From an optimization exercise on the open Yosys and OpenROAD flow, aimed at small area and a short achievable clock period; shortcuts taken in it are not production practice.
The RTL was checked by simulation tests, not by an equivalence proof against the original design.
No activity file was given, so power comes from the tool's default toggle rates.

== violet ==
## mul32
module mul32 (
    input  logic        clk,
    input  logic        rst,
    input  logic        in_valid,
    input  logic [31:0] a,
    input  logic [31:0] b,
    output logic        out_valid,
    output logic [31:0] hi,
    output logic [31:0] lo
);
For scale: about 3,200 cells after synthesis.
clock: 5.0 ns
lec_check: 0
cap_margin: 20
core_margin: 2
core_utilization: 45
cts_cluster_diameter: 100
cts_cluster_size: 20
place_density: 0.6
setup_slack_margin: 2.3
slew_margin: 60
standard.sh (not shown) runs the stock make flow with config.mk's settings and CLKGATE_MAP_FILE= SYNTH_SCRIPT=/design/flow/synth_recipe.tcl, a recipe that flattens the netlist after the stock synthesis.
==> flow/flow/run.sh <==
#!/bin/bash
# Standard ORFS layout, with one netlist pass between synthesis and floorplan:
# invopt.py removes inverters between full-adder cells (a full adder is
# self-dual, so a cell can take complemented inputs and give complemented
# outputs). nleq.py compares the two netlists on random vectors; if they differ,
# the standard netlist is used unchanged.
set -uo pipefail
R=orfs/results/sky130hd/mul32/base
bash standard.sh synth > synth.log 2>&1 || exit 1
cp $R/1_2_yosys.v $R/1_2_yosys_std.v
if python3 flow/invopt.py $R/1_2_yosys_std.v $R/1_2_yosys_opt.v > invopt.log 2>&1 &&
   python3 flow/nleq.py $R/1_2_yosys_std.v $R/1_2_yosys_opt.v > nleq.log 2>&1 &&
   grep -q "mismatches 0 " nleq.log; then
  cp $R/1_2_yosys_opt.v $R/1_2_yosys.v
  rm -f $R/1_synth.odb $R/1_synth.sdc
  bash standard.sh synth > synth2.log 2>&1 || exit 1
else
  echo "invopt not used" >> invopt.log
fi
# port buffers: a plain buf_2 on every input and output port instead of the
# delay buffer buffer_ports picks by default
export BUFFER_PORTS_ARGS="-buffer_cell sky130_fd_sc_hd__buf_2"
bash standard.sh > finish.log 2>&1
Other scripts of this flow, unchanged in this note and not shown: flow/flow/invopt.py, flow/flow/nleq.py
Relative to violet, the following input files were edited for xenon:
# violet
export LEC_CHECK = 0
export CAP_MARGIN = 20
export CORE_MARGIN = 2
export CORE_UTILIZATION = 45
export CTS_CLUSTER_DIAMETER = 100
export CTS_CLUSTER_SIZE = 20
export PLACE_DENSITY = 0.6
export SETUP_SLACK_MARGIN = 2.3
export SLEW_MARGIN = 60
create_clock -name core_clock -period 5.0 [get_ports {clk}]
# xenon
export LEC_CHECK = 0
export CAP_MARGIN = 20
export CORE_MARGIN = 2
export CORE_UTILIZATION = 45
export CTS_CLUSTER_DIAMETER = 100
export CTS_CLUSTER_SIZE = 20
export PLACE_DENSITY = 0.6
export SETUP_SLACK_MARGIN = 2.25
export SLEW_MARGIN = 20
create_clock -name core_clock -period 5.0 [get_ports {clk}]
Findings:
Net load switching power across violet and xenon: no real change. Looking at fraction of layout cells with a size suffix above 1, xenon sits 3.8 points lower than violet does. Measured against each other, violet and xenon differ in via count, the higher figure coming from xenon. On final clock skew, violet and xenon are neck and neck. Taking violet as the reference, in xenon count of clock-net buffers in the final layout has decreased; routed wirelength normalized by instance count roughly the same; transition time at the pin with the least slew margin increased by 510 ps relative to the old numbers; met3 routing resource usage after global routing saw an increase.

---

Starting RTL as in the previous note.
==> flow/design.v (excerpt) <==
module mul32 (
    input  logic        clk,
    input  logic        rst,
    input  logic        in_valid,
    input  logic [31:0] a,
    input  logic [31:0] b,
    output logic        out_valid,
    output logic [31:0] hi,
    output logic [31:0] lo
);
Settings: LEC_CHECK=0, CAP_MARGIN=20, CORE_MARGIN=2, CORE_UTILIZATION=45, CTS_CLUSTER_DIAMETER=100, CTS_CLUSTER_SIZE=20, PLACE_DENSITY=0.6, SETUP_SLACK_MARGIN=2.5, SLEW_MARGIN=60; clock period 5.0 ns.
Scripts as last shown in full above: flow/flow/run.sh
Other scripts of this flow, unchanged in this note and not shown: flow/flow/invopt.py, flow/flow/nleq.py
The starting point completed without violations.
Change:
--- a/flow/config.mk
+++ b/flow/config.mk
@@ -14 +14 @@
-export SETUP_SLACK_MARGIN = 2.5
+export SETUP_SLACK_MARGIN = 2.4
Result: First-iteration DRC count decreases by 6.4%. Sequential power hardly moves. Hold slack loses 0.0046 ns. Clock-buffer cell count fell by 1. Die area is unchanged. Worst setup slack improves by 0.031 ns. Synthesized area does not change. Total power goes down by 2.0%.
Change:
--- a/flow/config.mk
+++ b/flow/config.mk
@@ -7,0 +8 @@
+export ABC_CLOCK_PERIOD_IN_PS = 2000
@@ -11,2 +11,0 @@
-export CTS_CLUSTER_DIAMETER = 100
-export CTS_CLUSTER_SIZE = 20
@@ -14,2 +13,2 @@
-export SETUP_SLACK_MARGIN = 2.4
-export SLEW_MARGIN = 60
+export SETUP_SLACK_MARGIN = 2.25
+export SLEW_MARGIN = 20
Maximum frequency shrinks by about 5%.
Synthesized area does not change.
Clock power grows by about 65%.
Setup slack loses 0.14 ns.
Change:
--- a/flow/flow/run.sh
+++ b/flow/flow/run.sh
@@ -20,3 +19,0 @@
-# port buffers: a plain buf_2 on every input and output port instead of the
-# delay buffer buffer_ports picks by default
-export BUFFER_PORTS_ARGS="-buffer_cell sky130_fd_sc_hd__buf_2"
--- a/flow/config.mk
+++ b/flow/config.mk
@@ -8 +7,0 @@
-export ABC_CLOCK_PERIOD_IN_PS = 2000
@@ -13 +12 @@
-export SETUP_SLACK_MARGIN = 2.25
+export SETUP_SLACK_MARGIN = 2.4
Effect: Utilization is higher by 1.6 points; global-route usage hardly moves; cell area is higher by 3.2%; setup slack improved by 0.11 ns; power is higher by 2.2%; die area does not change; synthesized cell count is unchanged; via count is higher by 0.56%; clock power stays flat; area after synthesis is unchanged.

separate check: timing with driven ports:
No port has a modelled driver above. Below, the same layouts with a new extraction and two added sets of constraints.
Step 1 sets driving cells, clkbuf_16 on the clock port and buf_2 on the other inputs (assumed; they add their load-dependent delay and slew).
Step 2 moves the port delays by t, midway between the first and last clock arrival at a register: inputs arrive t later, outputs are due t later. That takes back most of the time a late clock gives input paths.
Slacks: ideal / step 1 / step 2; pairs: ideal / step 1.
| run | shift t [ns] | setup WS [ns] | worst hold slack (ns) | worst setup path after step 2 |
|---|---|---|---|---|
| violet | 0.669 | 2.339 / 2.339 / 2.339 | 0.322 / 0.322 / 0.322 | register to register |
| xenon | 0.656 | 2.258 / 2.258 / 2.258 | 0.327 / 0.327 / 0.327 | register to register |
| the first run of note 2 | 0.660 | 2.346 / 2.346 / 2.346 | 0.327 / 0.327 / 0.327 | register to register |
| the second run of note 2 | 0.666 | 2.377 / 2.377 / 2.377 | 0.322 / 0.322 / 0.322 | register to register |
| the third run of note 2 | 0.680 | 2.233 / 2.233 / 2.233 | 0.325 / 0.325 / 0.325 | register to register |
| the fourth run of note 2 | 0.692 | 2.343 / 2.343 / 2.343 | 0.323 / 0.323 / 0.323 | register to register |
After both steps setup and hold are still met in every run listed.
